Context: an optimization exercise on an open-source flow, tuned for small area, a short achievable clock period and few clock cycles per item. The choices shown serve that exercise and are no tape-out recipe. Function was checked by simulation only, so behaviour that the tests miss may differ from the original. Power figures rest on the tool's default switching activity, not on a simulated workload.

==> trial 14: inputs <==
==> flow/design.v <==
package rfc_pkg;
   localparam int DEPTH      = 16;
   localparam int ELEM_WIDTH = 32;
   localparam int PTR_W      = (DEPTH > 1) ? $clog2(DEPTH) : 1;
   localparam int CNT_W      = $clog2(DEPTH + 1);
   localparam int CAP_W      = 5;
   localparam int DATA_W     = 32;
   localparam int STAT_W     = 32;
   localparam int OCC_W      = 5;
   localparam logic [CAP_W-1:0] CAP_RESET = CAP_W'(16);
   localparam logic OP_ENQ = 1'b0;
   localparam logic OP_DEQ = 1'b1;
   localparam logic STATUS_DONE   = 1'b0;
   localparam logic STATUS_REJECT = 1'b1;
   typedef struct packed {
      logic clear;
      logic enq_ok;
      logic enq_full;
      logic deq_ok;
      logic deq_empty;
   } stat_evt_type;
   function automatic logic [CNT_W-1:0] eff_cap(input logic [CAP_W-1:0] cap);
      logic [CNT_W-1:0] res;
      if (cap == '0) begin
         res = CNT_W'(1);
      end else if (int'(cap) > DEPTH) begin
         res = CNT_W'(DEPTH);
      end else begin
         res = CNT_W'(cap);
      end
      eff_cap = res;
   endfunction
   function automatic logic [PTR_W-1:0] next_ptr(input logic [PTR_W-1:0] ptr,
                                                 input logic [CNT_W-1:0] cap);
      logic [CNT_W:0] nx;
      nx = (CNT_W+1)'(ptr) + (CNT_W+1)'(1);
      next_ptr = (nx >= (CNT_W+1)'(cap)) ? '0 : PTR_W'(nx);
   endfunction
endpackage
module rfc_ram #(
   parameter int WIDTH  = 32,
   parameter int DEPTH  = 16,
   parameter int ADDR_W = 4
) (
   input  logic              clock,
   input  logic              wr_en,
   input  logic [ADDR_W-1:0] wr_addr,
   input  logic [WIDTH-1:0]  wr_data,
   input  logic [DEPTH-1:0]  rd_sel,
   output logic [WIDTH-1:0]  rd_data
);
   logic [WIDTH-1:0] mem_ff [DEPTH];
   always_ff @(posedge clock) begin
      if (wr_en) begin
         mem_ff[wr_addr] <= wr_data;
      end
   end
   always_comb begin
      rd_data = '0;
      for (int i = 0; i < DEPTH; i++) begin
         rd_data |= mem_ff[i] & {WIDTH{rd_sel[i]}};
      end
   end
endmodule
module rfc_stats (
   input  logic                         clock,
   input  logic                         reset,
   input  rfc_pkg::stat_evt_type        evt,
   output logic [rfc_pkg::STAT_W-1:0]   enq_ok_cnt,
   output logic [rfc_pkg::STAT_W-1:0]   enq_full_cnt,
   output logic [rfc_pkg::STAT_W-1:0]   deq_ok_cnt,
   output logic [rfc_pkg::STAT_W-1:0]   deq_empty_cnt
);
   logic [rfc_pkg::STAT_W-1:0] enq_ok_ff;
   logic [rfc_pkg::STAT_W-1:0] enq_full_ff;
   logic [rfc_pkg::STAT_W-1:0] deq_ok_ff;
   logic [rfc_pkg::STAT_W-1:0] deq_empty_ff;
   function automatic logic [rfc_pkg::STAT_W-1:0] sat_inc(
      input logic [rfc_pkg::STAT_W-1:0] v);
      logic [rfc_pkg::STAT_W:0] s;
      s = {1'b0, v} + (rfc_pkg::STAT_W+1)'(1);
      sat_inc = s[rfc_pkg::STAT_W-1:0] | {rfc_pkg::STAT_W{s[rfc_pkg::STAT_W]}};
   endfunction
   always_ff @(posedge clock) begin
      if (reset || evt.clear) begin
         enq_ok_ff    <= '0;
         enq_full_ff  <= '0;
         deq_ok_ff    <= '0;
         deq_empty_ff <= '0;
      end else begin
         if (evt.enq_ok)    enq_ok_ff    <= sat_inc(enq_ok_ff);
         if (evt.enq_full)  enq_full_ff  <= sat_inc(enq_full_ff);
         if (evt.deq_ok)    deq_ok_ff    <= sat_inc(deq_ok_ff);
         if (evt.deq_empty) deq_empty_ff <= sat_inc(deq_empty_ff);
      end
   end
   assign enq_ok_cnt    = enq_ok_ff;
   assign enq_full_cnt  = enq_full_ff;
   assign deq_ok_cnt    = deq_ok_ff;
   assign deq_empty_cnt = deq_empty_ff;
endmodule
module ring_fifo_with_counters (
   input  logic                          clock,
   input  logic                          reset,
   input  logic                          csr_wr_en,
   input  logic [rfc_pkg::CAP_W-1:0]     csr_wr_data,
   input  logic                          req_valid,
   output logic                          req_stall,
   input  logic                          req_op,
   input  logic [rfc_pkg::DATA_W-1:0]    req_data_in,
   output logic                          rsp_valid,
   input  logic                          rsp_stall,
   output logic                          rsp_status,
   output logic [rfc_pkg::DATA_W-1:0]    rsp_data_out,
   output logic                          rsp_is_empty,
   output logic                          rsp_is_full,
   output logic [rfc_pkg::OCC_W-1:0]     rsp_occupancy,
   output logic [rfc_pkg::STAT_W-1:0]    rsp_enqueue_count,
   output logic [rfc_pkg::STAT_W-1:0]    rsp_enqueue_full_count,
   output logic [rfc_pkg::STAT_W-1:0]    rsp_dequeue_count,
   output logic [rfc_pkg::STAT_W-1:0]    rsp_dequeue_empty_count
);
   logic [rfc_pkg::CNT_W-1:0]       cap_ff;      
   logic [rfc_pkg::PTR_W-1:0]       wptr_ff;
   logic [rfc_pkg::DEPTH-1:0]       rsel_ff;     
   logic [rfc_pkg::CNT_W-1:0]       fill_ff;
   logic                            empty_ff;
   logic                            full_ff;
   logic                            rsp_valid_ff;
   logic                            status_ff;
   logic [rfc_pkg::DATA_W-1:0]      data_ff;
   logic                            accept;
   logic                            is_enq, is_deq;
   logic [rfc_pkg::CNT_W-1:0]       fill_in;
   rfc_pkg::stat_evt_type           evt;
   logic [rfc_pkg::ELEM_WIDTH-1:0]  rd_data;
   assign req_stall = rsp_valid_ff && rsp_stall;
   assign accept    = req_valid && !req_stall;
   assign is_enq    = accept && (req_op == rfc_pkg::OP_ENQ);
   assign is_deq    = accept && (req_op == rfc_pkg::OP_DEQ);
   always_comb begin
      evt.clear     = csr_wr_en;
      evt.enq_ok    = is_enq && !full_ff;
      evt.enq_full  = is_enq && full_ff;
      evt.deq_ok    = is_deq && !empty_ff;
      evt.deq_empty = is_deq && empty_ff;
   end
   always_comb begin
      fill_in = fill_ff;
      if (evt.enq_ok) fill_in = fill_ff + rfc_pkg::CNT_W'(1);
      if (evt.deq_ok) fill_in = fill_ff - rfc_pkg::CNT_W'(1);
   end
   always_ff @(posedge clock) begin
      if (reset) begin
         cap_ff       <= rfc_pkg::CNT_W'(rfc_pkg::DEPTH);
         wptr_ff      <= '0;
         rsel_ff      <= rfc_pkg::DEPTH'(1);
         fill_ff      <= '0;
         empty_ff     <= 1'b1;
         full_ff      <= 1'b0;
         rsp_valid_ff <= 1'b0;
      end else if (csr_wr_en) begin
         cap_ff       <= rfc_pkg::eff_cap(csr_wr_data);
         wptr_ff      <= '0;
         rsel_ff      <= rfc_pkg::DEPTH'(1);
         fill_ff      <= '0;
         empty_ff     <= 1'b1;
         full_ff      <= 1'b0;
         rsp_valid_ff <= 1'b0;
      end else begin
         rsp_valid_ff <= accept || req_stall;
         if (evt.enq_ok) wptr_ff <= wptr_ff + rfc_pkg::PTR_W'(1);
         if (evt.deq_ok) rsel_ff <= {rsel_ff[rfc_pkg::DEPTH-2:0], rsel_ff[rfc_pkg::DEPTH-1]};
         fill_ff  <= fill_in;
         empty_ff <= (fill_in == '0);
         full_ff  <= (fill_in == cap_ff);
      end
   end
   always_ff @(posedge clock) begin
      if (!req_stall) begin
         status_ff <= (req_op == rfc_pkg::OP_ENQ) ? full_ff : empty_ff;
         data_ff   <= ((req_op == rfc_pkg::OP_DEQ) && !empty_ff) ? rd_data : '0;
      end
   end
   rfc_ram #(
      .WIDTH  (rfc_pkg::ELEM_WIDTH),
      .DEPTH  (rfc_pkg::DEPTH),
      .ADDR_W (rfc_pkg::PTR_W)
   ) u_ram (
      .clock   (clock),
      .wr_en   (!fill_ff[rfc_pkg::CNT_W-1]),
      .wr_addr (wptr_ff),
      .wr_data (req_data_in[rfc_pkg::ELEM_WIDTH-1:0]),
      .rd_sel  (rsel_ff),
      .rd_data (rd_data)
   );
   rfc_stats u_stats (
      .clock         (clock),
      .reset         (reset),
      .evt           (evt),
      .enq_ok_cnt    (rsp_enqueue_count),
      .enq_full_cnt  (rsp_enqueue_full_count),
      .deq_ok_cnt    (rsp_dequeue_count),
      .deq_empty_cnt (rsp_dequeue_empty_count)
   );
   assign rsp_valid     = rsp_valid_ff;
   assign rsp_status    = status_ff;
   assign rsp_data_out  = data_ff;
   assign rsp_is_empty  = empty_ff;
   assign rsp_is_full   = full_ff;
   assign rsp_occupancy = rfc_pkg::OCC_W'(fill_ff);
endmodule
==> flow/flow/run.sh <==
#!/bin/bash
# Own layout flow: the standard ORFS layout (standard.sh), except that the
# ports are buffered with a plain buffer cell instead of the resizer's default
# pick (a slow delay cell).
set -euo pipefail
export BUFFER_PORTS_ARGS="-buffer_cell sky130_fd_sc_hd__buf_2"
bash standard.sh > flow_make.log 2>&1
==> flow/standard.sh <==
#!/bin/bash
# synth_recipe.tcl (not shown) runs the flow's synth.tcl, then flattens the netlist and writes it again
# the make line also repeats each setting of config.mk as NAME=value (left out here)
make -C /OpenROAD-flow-scripts/flow DESIGN_CONFIG=/design/flow/config.mk WORK_HOME=/design/flow/orfs CLKGATE_MAP_FILE= SYNTH_SCRIPT=/design/flow/synth_recipe.tcl "${@:-finish}"
==> flow/config.mk <==
export PLATFORM = sky130hd
export DESIGN_NAME = ring_fifo_with_counters
export DESIGN_NICKNAME = ring_fifo_with_counters
export VERILOG_FILES = /design/flow/design.v
export SDC_FILE = /design/flow/constraint.sdc
export NUM_CORES = 4
export LEC_CHECK = 0
export ABC_CLOCK_PERIOD_IN_PS = 2200
export CAP_MARGIN = 20
export CORE_MARGIN = 2
export CORE_UTILIZATION = 65
export CTS_CLUSTER_DIAMETER = 70
export CTS_CLUSTER_SIZE = 35
export SETUP_SLACK_MARGIN = 2.1
export SLEW_MARGIN = 20
==> flow/constraint.sdc <==
create_clock -name core_clock -period 4.0 [get_ports {clock}]
set_input_delay 0.8000 -clock core_clock [delete_from_list [all_inputs] [get_ports {clock}]]
set_output_delay 0.8000 -clock core_clock [all_outputs]
set_load 0.01 [all_outputs]
==> trial 63: changes against trial 14 <==
Settings changed: CTS_BUF_LIST set to sky130_fd_sc_hd__clkbuf_4 sky130_fd_sc_hd__clkbuf_8, CTS_CLUSTER_DIAMETER 70 to not set, CTS_CLUSTER_SIZE 35 to 24, SETUP_SLACK_MARGIN 2.1 to 1.8.
==> notes <==
Against trial 63, the sequential power of trial 14 is lower by about 0.8%. Of trial 14 and trial 63, trial 14 has the higher via count (gap 7.4%, measured against trial 63). Between trial 63 and trial 14, the lower critical path depth is in trial 63 (gap 6). In trial 63 the power is larger than in trial 14, by 11%. Between trial 63 and trial 14, the lower global-route usage is in trial 63 (gap 2.2 points). Of trial 63 and trial 14, trial 14 has the higher first-iteration DRC count (gap 23%, measured against trial 14). In trial 14 the register-to-register slack is better than in trial 63, by 0.05 ns. Trial 14 went through all stages and came out clean. Trial 63 ran to the end with no violations.
Testbench counts of trial 14, summed over its fixed seeds: cycles 14,424, items 14,400.
Testbench counts of trial 63, summed over its fixed seeds: cycles 14,424, items 14,400.

[what the ideal ports hide]
The results above use ideal ports. As a check the final layouts listed here were re-extracted and re-timed, cells and wires unchanged.
Step 1: set_driving_cell puts a clkbuf_16 on clock and a buf_2 on each other input, an assumption about the parent block.
Step 2, shift: input delay + t, output delay - t, t = (earliest + latest rising clock arrival at the registers) / 2. This alone moves slack from input paths to output paths.
Three values: ideal ports, drivers, drivers and shift; two values: the first two.
run | shift t [ns] | setup WS [ns] | clock arrival spread, ns | slew at the worst register clock pin (ns)
trial 14 | 0.643 | 1.912 / 1.912 / 1.369 | 0.044 / 0.043 | 0.12 / 0.12
trial 63 | 0.746 | 1.841 / 1.791 / 1.311 | 0.027 / 0.027 | 0.07 / 0.07
After both steps every run listed still meets setup and hold. For trial 14, which loses most, drivers alone change the setup slack by 0.000 ns; drivers and shift together by -0.543 ns.
